From an optimization exercise on the open Yosys and OpenROAD flow, aimed at small area; shortcuts taken in it are not production practice. Function was checked by simulation only, so behaviour that the tests miss may differ from the original. Power is estimated from default activity; no workload was simulated.

==> flow/design.v (excerpt) <==
module csma_ca_mac_controller #(
  parameter int SUB_SLOTS = csma_pkg::SUB_SLOTS_DEF
) (
  input  logic                             clk,
  input  logic                             rst,
  input  logic                             in_valid,
  output logic                             in_ready,
  input  logic [csma_pkg::KIND_W-1:0]      kind,
  input  logic [csma_pkg::MED_W-1:0]       medium_req,
  input  logic                             fcs_ok,
  input  logic                             for_us,
  input  logic                             frame_is_ack,
  input  logic                             dest_broadcast,
  input  logic                             dest_multicast,
  input  logic [csma_pkg::ADDR_W-1:0]      source_address,
  input  logic [csma_pkg::DRAW_W-1:0]      random_draw,
  output logic                             out_valid,
  input  logic                             out_ready,
  output logic [csma_pkg::ACT_W-1:0]       action,
  output logic [csma_pkg::MST_W-1:0]       mac_state,
  output logic [csma_pkg::ADDR_W-1:0]      ack_destination,
  output logic                             want_frame,
  input  logic                             cfg_valid,
  output logic                             cfg_ready,
  input  logic [csma_pkg::CFG_IDX_W-1:0]   cfg_index,
  input  logic [csma_pkg::CFG_DATA_W-1:0]  cfg_data
);
clock: 11.0 ns
lec_check: 0
cap_margin: 20
core_margin: 2
core_utilization: 40
slew_margin: 20
standard.sh (not shown) runs the stock make flow with config.mk's settings and CLKGATE_MAP_FILE= SYNTH_SCRIPT=/design/flow/synth_recipe.tcl, a recipe that flattens the netlist after the stock synthesis.
==> flow/flow/run.sh <==
#!/bin/bash
# Layout flow: the standard synthesis, then the combinational logic between the
# registers re-mapped by ABC for area (registers, their names and cells kept), then
# the standard layout with the ports buffered by the smallest buffer.
set -euo pipefail
W=$(pwd)
F=$W/flow
R=$W/orfs/results/${FLOW_PLATFORM}/csma_ca_mac_controller/base
LIB=$FLOW_HOME/platforms/${FLOW_PLATFORM}/lib/sky130_fd_sc_hd__tt_025C_1v80.lib

bash standard.sh synth > $W/std_synth.log 2>&1

SEQ=$(python3 $F/seqcells.py $LIB)
DU=$(sed -n '/DONT_USE_CELLS += /,/^#/p' $FLOW_HOME/platforms/${FLOW_PLATFORM}/config.mk \
      | grep -o "sky130_fd_sc_hd__[a-z0-9_]*" | sed 's/^/-dont_use /' | tr '\n' ' ')
cp $R/1_2_yosys.v $W/std_1_2_yosys.v
sed -e "s#@SEQ@#$SEQ#; s#@NET@#$W/std_1_2_yosys.v#; s#@TOP@#$FLOW_TOP#; \
        s#@SCRIPT@#$F/area.abc#; s#@LIB@#$LIB#g; s#@DONTUSE@#$DU#; s#@STAT@#$W/remap_stat.txt#; \
        s#@OUT@#$W/remap.v#" $F/remap.ys.in > $W/remap.ys
yosys -s $W/remap.ys > $W/remap.log 2>&1
cp $W/remap.v $R/1_2_yosys.v
touch $R/1_2_yosys.v

bash standard.sh "BUFFER_PORTS_ARGS=-buffer_cell sky130_fd_sc_hd__buf_1" finish > $W/std_layout.log 2>&1
==> flow/flow/area.abc <==
strash
dc2
dc2
dch -f
amap
topo
==> flow/flow/remap.ys.in <==
read_liberty -ignore_miss_func @LIB@
blackbox @SEQ@
read_verilog @NET@
hierarchy -top @TOP@
flatten
hierarchy -top @TOP@
opt -purge
techmap
opt -fast -purge
abc -script @SCRIPT@ -liberty @LIB@ @DONTUSE@
opt_clean -purge
hilomap -singleton -hicell sky130_fd_sc_hd__conb_1 HI -locell sky130_fd_sc_hd__conb_1 LO
insbuf -buf sky130_fd_sc_hd__buf_4 A X
splitnets
opt_clean -purge
tee -o @STAT@ stat -liberty @LIB@
write_verilog -noattr -nohex -nodec @OUT@
==> flow/flow/seqcells.py <==
#!/usr/bin/env python3
"""Print the names of a liberty file's cells that hold state (ff, latch or statetable groups)."""
import re, sys
txt = open(sys.argv[1]).read()
names = []
for m in re.finditer(r'\n\s*cell\s*\(\s*"?(\w+)"?\s*\)\s*\{', txt):
    start = m.end(); depth = 1; j = start
    while depth:
        c = txt[j]
        if c == '{': depth += 1
        elif c == '}': depth -= 1
        j += 1
    if re.search(r'\b(ff|latch|ff_bank|latch_bank|statetable)\s*\(', txt[start:j - 1]):
        names.append(m.group(1))
print(' '.join(names))
The starting point completed without violations.
Then changed:
- CORE_UTILIZATION: 40 -> 55
- CTS_BUF_LIST: default -> sky130_fd_sc_hd__clkbuf_4 sky130_fd_sc_hd__clkbuf_8
- flip-flop and latch count is unchanged
- sequential power hardly moves
- sequential share of layout area went up by 1.3 points
- non-clock buffer count decreases by 7
Then changed:
--- a/flow/flow/remap.ys.in
+++ b/flow/flow/remap.ys.in
@@ -12,3 +12,3 @@
 hilomap -singleton -hicell sky130_fd_sc_hd__conb_1 HI -locell sky130_fd_sc_hd__conb_1 LO
-insbuf -buf sky130_fd_sc_hd__buf_4 A X
+insbuf -buf sky130_fd_sc_hd__buf_1 A X
 splitnets
- CORE_UTILIZATION: 55 -> 70
- CTS_BUF_LIST: sky130_fd_sc_hd__clkbuf_4 sky130_fd_sc_hd__clkbuf_8 -> sky130_fd_sc_hd__clkbuf_8
- CTS_CLUSTER_SIZE: default -> 30
What happened: The new run completed with no timing, DRC or antenna violations; die area came out lower by 21%; maximum frequency came out lower by 4.0%; global-route usage came out higher by 8.6 points; core utilization came out higher by 18 points; final area came out lower by 0.66%; worst hold slack is better by 0.014 ns; total power came out lower by 1.2%; synthesized area is about the same; worst setup slack is worse by 0.35 ns.
Then changed:
==> flow/flow/area.abc (replaced) <==
strash
dc2
dch -f
if -K 6 -a
mfs
strash
dch -f
amap
topo
- CORE_UTILIZATION: 70 -> 55
- CTS_BUF_LIST: sky130_fd_sc_hd__clkbuf_8 -> sky130_fd_sc_hd__clkbuf_4 sky130_fd_sc_hd__clkbuf_8
- CTS_CLUSTER_SIZE: 30 -> default
Effect: Wire length drops by 3.4%; utilization came out lower by 18 points; via count decreases by 6.8%; final cell count went up by 1.8%; power is lower by about 0.9%; clock-buffer cell count came out lower by 1; worst hold slack hardly moves; sequential power barely changes; setup slack got worse by 0.28 ns.
Then changed:
==> flow/run.sh (new file) <==
#!/bin/bash
# synth_recipe.tcl (not shown) runs the flow's synth.tcl, then flattens the netlist and writes it again
# the make line also repeats each setting of config.mk as NAME=value (left out here)
make -C /OpenROAD-flow-scripts/flow DESIGN_CONFIG=/design/flow/config.mk WORK_HOME=/design/flow/orfs CLKGATE_MAP_FILE= SYNTH_SCRIPT=/design/flow/synth_recipe.tcl finish
- CORE_UTILIZATION: 55 -> 40
- CTS_BUF_LIST: sky130_fd_sc_hd__clkbuf_4 sky130_fd_sc_hd__clkbuf_8 -> default
removed: flow/flow/run.sh
removed: flow/flow/area.abc
removed: flow/flow/remap.ys.in
removed: flow/flow/seqcells.py
removed: flow/standard.sh
Effect: The new run produced a clean layout; final cell count went up by 14%; total power goes up by 13%; via count went up by 5.5%; hold slack gets worse by 0.011 ns; worst setup slack is better by 0.15 ns; cell area goes up by 28%; global-route usage went down by 8.1 points; utilization went down by 14 points; non-clock buffer count falls by 1; clock-buffer cell count fell by 1.

separate check: timing with driven ports:
How much do the figures lean on ideal ports? The routed layouts below were timed once more, with nothing changed but the port constraints.
Step 1: set_driving_cell puts a clkbuf_16 on clk and a buf_2 on each other input, an assumption about the parent block.
Step 2 adds t to the input delays and takes it off the output delays; t is the mean of the earliest and latest rising clock arrival at the registers after step 1. Input paths then give back, and output paths get back, about the clock's delay inside the block.
Slacks: ideal ports / drivers / drivers and shift; pairs: ideal ports / drivers.
| run | shift t [ns] | slack for setup (ns) | worst hold slack (ns) | slew at the worst register clock pin (ns) | worst slew at a driven data input, ns |
|---|---|---|---|---|---|
| the first run | 0.490 | 2.575 / 2.534 / 2.534 | 0.444 / 0.444 / 0.444 | 0.09 / 0.09 | 0.06 |
| the second run | 0.511 | 2.712 / 2.672 / 2.792 | 0.452 / 0.452 / 0.452 | 0.11 / 0.11 | 0.07 |
| the third run | 0.520 | 2.367 / 2.334 / 2.334 | 0.466 / 0.466 / 0.466 | 0.11 / 0.11 | 0.07 |
| the fourth run | 0.510 | 2.083 / 2.042 / 2.094 | 0.468 / 0.468 / 0.468 | 0.11 / 0.11 | 0.06 |
| the fifth run | 0.479 | 2.234 / 2.211 / 2.211 | 0.458 / 0.458 / 0.458 | 0.09 / 0.09 | 0.06 |
After both steps setup and hold are still met in every run listed. The setup slack of the first run, which loses most, moves by -0.041 ns with the drivers and by -0.041 ns with both steps.
